From an optimization exercise on the open Yosys and OpenROAD flow, aimed at small area; shortcuts taken in it are not production practice. Only simulation tests tie the RTL to the original design; equivalence was not proved. No activity file was given, so power comes from the tool's default toggle rates.

Setup of job 5384:
==> flow/design.v (excerpt) <==
module xmit_top #(
    parameter int preamble_len = 2,
    parameter int difs_ticks   = 16,
    parameter int slot_ticks   = 4,
    parameter int ack_ticks    = 64
) (
    input  logic       clk,
    input  logic       rst,
    input  logic       xvalid,
    input  logic       xsend,
    input  xmit_pkg::byte_t      xdata,
    output logic       xrdy,
    input  xmit_pkg::byte_t      mac,
    input  logic       cardet,
    input  logic       ack_received,
    input  logic       tick,
    input  logic       mx_rdy,
    output logic       mx_valid,
    output xmit_pkg::byte_t      mx_data,
    output logic       xbusy,
    output logic [3:0] xerrcnt
);
Size: roughly 6100 cells after synthesis, roughly 39 I/O pins, about 0.069 sq mm of cells after synthesis.
clock: 8.0 ns
lec_check: 0
cap_margin: 20
core_margin: 2
core_utilization: 55
cts_buf_list: sky130_fd_sc_hd__clkbuf_16
cts_cluster_diameter: 90
cts_cluster_size: 27
place_density: 0.65
slew_margin: 20
standard.sh (not shown) runs the stock make flow with config.mk's settings and CLKGATE_MAP_FILE= SYNTH_SCRIPT=/design/flow/synth_recipe.tcl, a recipe that flattens the netlist after the stock synthesis.
==> flow/flow/run.sh <==
#!/bin/bash
# Own layout flow: the standard synthesis, then an area-oriented re-mapping
# of the combinational logic only (every register instance is kept as it is,
# with its name and cell), then the standard layout steps on that netlist.
# Each tool's full output goes to a log file of its own in the work folder.
set -euo pipefail
W=$PWD
R=$W/orfs/results/$FLOW_PLATFORM/xmit_top/base
LIB=$FLOW_HOME/platforms/$FLOW_PLATFORM/lib/sky130_fd_sc_hd__tt_025C_1v80.lib

# 1. standard synthesis (netlist and its odb)
bash standard.sh synth > $W/flow_1_synth.log 2>&1
cp $R/1_2_yosys.v $W/std_synth.v

# 2. re-map the combinational logic for area
FFS=$(grep -o 'sky130_fd_sc_hd__[a-z0-9_]*' $W/std_synth.v | sort -u | grep -E '__(dfxtp|dfxbp|dfrtp|dfstp|dfrbp|dfsbp|dfbbp|dfbbn|dfrtn|edfxtp|edfxbp|sdf|dlx|dlr)' | tr '\n' ' ')
sed -e "s#@LIB@#$LIB#g" -e "s#@IN@#$W/std_synth.v#g" -e "s#@OUT@#$W/remap.v#g" \
    -e "s#@FFS@#$FFS#g" -e "s#@ABC@#$W/flow/remap.abc#g" $W/flow/remap.ys > $W/remap_run.ys
sed -e "s#@LIB@#$LIB#g" -e "s#@OUT@#$W/remap.v#g" -e "s#@MAP@#$W/flow/mux2i_map.v#g" $W/flow/fix.ys > $W/fix_run.ys
yosys -s $W/remap_run.ys > $W/flow_2_remap.log 2>&1
yosys -s $W/fix_run.ys > $W/flow_2_fix.log 2>&1

# 3. the layout from the re-mapped netlist
cp $W/remap.v $R/1_2_yosys.v
rm -f $R/1_synth.odb $R/1_synth.sdc
bash standard.sh synth > $W/flow_3_synth_odb.log 2>&1
bash standard.sh > $W/flow_4_layout.log 2>&1
Other scripts of this flow, unchanged in this note and not shown: flow/flow/fix.ys, flow/flow/mux2i_map.v, flow/flow/remap.abc, flow/flow/remap.ys
Changes in job 4569 relative to job 5384:
diff --git a/flow/flow/run.sh b/flow/flow/run.sh
--- a/flow/flow/run.sh
+++ b/flow/flow/run.sh
@@ -27 +27,2 @@
-bash standard.sh > $W/flow_4_layout.log 2>&1
+# after global routing, ORFS's power recovery downsizes gates that have slack
+RECOVER_POWER=100 bash standard.sh > $W/flow_4_layout.log 2>&1
[summary]
Complete run, failing final checks: job 4569, reason capacitance limit, slew limit. In terms of area of the multi-input gates, job 5384 and job 4569 differ only marginally. Delta (job 4569 minus job 5384): buffer share of cell area essentially unchanged, part of the power in combinational logic held steady. Of job 5384 and job 4569, the higher final max-slew violation count belongs to job 4569. Comparing job 5384 and job 4569, growth of design area from synthesis to finish is lower on job 4569. The final instance area of job 4569 and that of job 5384 are within noise of each other. Job 5384 → job 4569: number of detailed-route iterations in the first pass saw a decrease, fraction of standard cell area that is sequential saw little to no change, total power saw little to no change, post-layout worst setup margin saw a decrease. Comparing job 5384 against job 4569, there is no change at all in synthesized instance count.

---

xmit_top again, from the RTL that the note above started with.
Settings: LEC_CHECK=0, CAP_MARGIN=20, CORE_MARGIN=2, CORE_UTILIZATION=65, CTS_BUF_LIST=sky130_fd_sc_hd__clkbuf_16, CTS_CLUSTER_DIAMETER=90, CTS_CLUSTER_SIZE=27, PLACE_DENSITY=0.72, SLEW_MARGIN=20; clock period 8.0 ns.
==> flow/flow/run.sh <==
#!/bin/bash
# Own layout flow: the standard synthesis, then an area-oriented re-mapping
# of the combinational logic only (every register instance is kept as it is,
# with its name and cell), then the standard layout steps on that netlist.
# Each tool's full output goes to a log file of its own in the work folder.
set -euo pipefail
W=$PWD
R=$W/orfs/results/$FLOW_PLATFORM/xmit_top/base
LIB=$FLOW_HOME/platforms/$FLOW_PLATFORM/lib/sky130_fd_sc_hd__tt_025C_1v80.lib

# 1. standard synthesis (netlist and its odb)
bash standard.sh synth > $W/flow_1_synth.log 2>&1
cp $R/1_2_yosys.v $W/std_synth.v

# 2. re-map the combinational logic for area
FFS=$(grep -o 'sky130_fd_sc_hd__[a-z0-9_]*' $W/std_synth.v | sort -u | grep -E '__(dfxtp|dfxbp|dfrtp|dfstp|dfrbp|dfsbp|dfbbp|dfbbn|dfrtn|edfxtp|edfxbp|sdf|dlx|dlr)' | tr '\n' ' ')
sed -e "s#@LIB@#$LIB#g" -e "s#@IN@#$W/std_synth.v#g" -e "s#@OUT@#$W/remap.v#g" \
    -e "s#@FFS@#$FFS#g" -e "s#@ABC@#$W/flow/remap.abc#g" $W/flow/remap.ys > $W/remap_run.ys
sed -e "s#@LIB@#$LIB#g" -e "s#@OUT@#$W/remap.v#g" -e "s#@MAP@#$W/flow/mux2i_map.v#g" $W/flow/fix.ys > $W/fix_run.ys
yosys -s $W/remap_run.ys > $W/flow_2_remap.log 2>&1
yosys -s $W/fix_run.ys > $W/flow_2_fix.log 2>&1

# 3. the layout from the re-mapped netlist
cp $W/remap.v $R/1_2_yosys.v
rm -f $R/1_synth.odb $R/1_synth.sdc
bash standard.sh synth > $W/flow_3_synth_odb.log 2>&1
bash standard.sh > $W/flow_4_layout.log 2>&1
Other scripts of this flow, unchanged in this note and not shown: flow/flow/fix.ys, flow/flow/mux2i_map.v, flow/flow/remap.abc, flow/flow/remap.ys
The baseline finished clean.
==> next run, changes <==
--- a/flow/config.mk
+++ b/flow/config.mk
@@ -10 +10 @@
-export CORE_UTILIZATION = 65
+export CORE_UTILIZATION = 55
@@ -12,3 +12,3 @@
-export CTS_CLUSTER_DIAMETER = 90
-export CTS_CLUSTER_SIZE = 27
-export PLACE_DENSITY = 0.72
+export CTS_CLUSTER_DIAMETER = 80
+export CTS_CLUSTER_SIZE = 24
+export PLACE_DENSITY = 0.65
What happened: Final area grows slightly. Utilization shrinks by 11 points. Synthesized cell count is unchanged. Combinational power barely changes. Hold slack is worse by 0.0035 ns. Synthesized area stays the same. Sequential share of layout area shrinks by 0.68 points. Wire length grows by a few percent. Total power grows slightly. Maximum frequency shrinks by a few percent.

-- re-timing with driven ports --
Ports are ideal in the flow. The routed layouts listed here were re-timed in OpenROAD. Step 1 sets driving cells, clkbuf_16 on the clock port and buf_2 on the other inputs (assumed; they add their load-dependent delay and slew). Step 2 adds t to the input delays and takes it off the output delays; t is the mean of the earliest and latest rising clock arrival at the registers after step 1. Input paths then give back, and output paths get back, about the clock's delay inside the block. Three values: no drivers, after step 1, after step 2; two values: the first two.
run | t (ns) | setup WS [ns] | worst setup path at the end | slew at the worst register clock pin (ns)
job 5384 | 0.800 | 1.934 / 1.934 / 1.934 | register to register | 0.12 / 0.12
job 4569 | 0.799 | 1.190 / 1.190 / 0.469 | input to register | 0.12 / 0.12
the first run of note 2 | 0.798 | 2.139 / 2.139 / 2.139 | register to register | 0.11 / 0.11
the second run of note 2 | 0.818 | 1.958 / 1.958 / 1.958 | register to register | 0.10 / 0.10
For job 4569, which loses most, drivers alone change the setup slack by 0.000 ns; drivers and shift together by -0.721 ns.
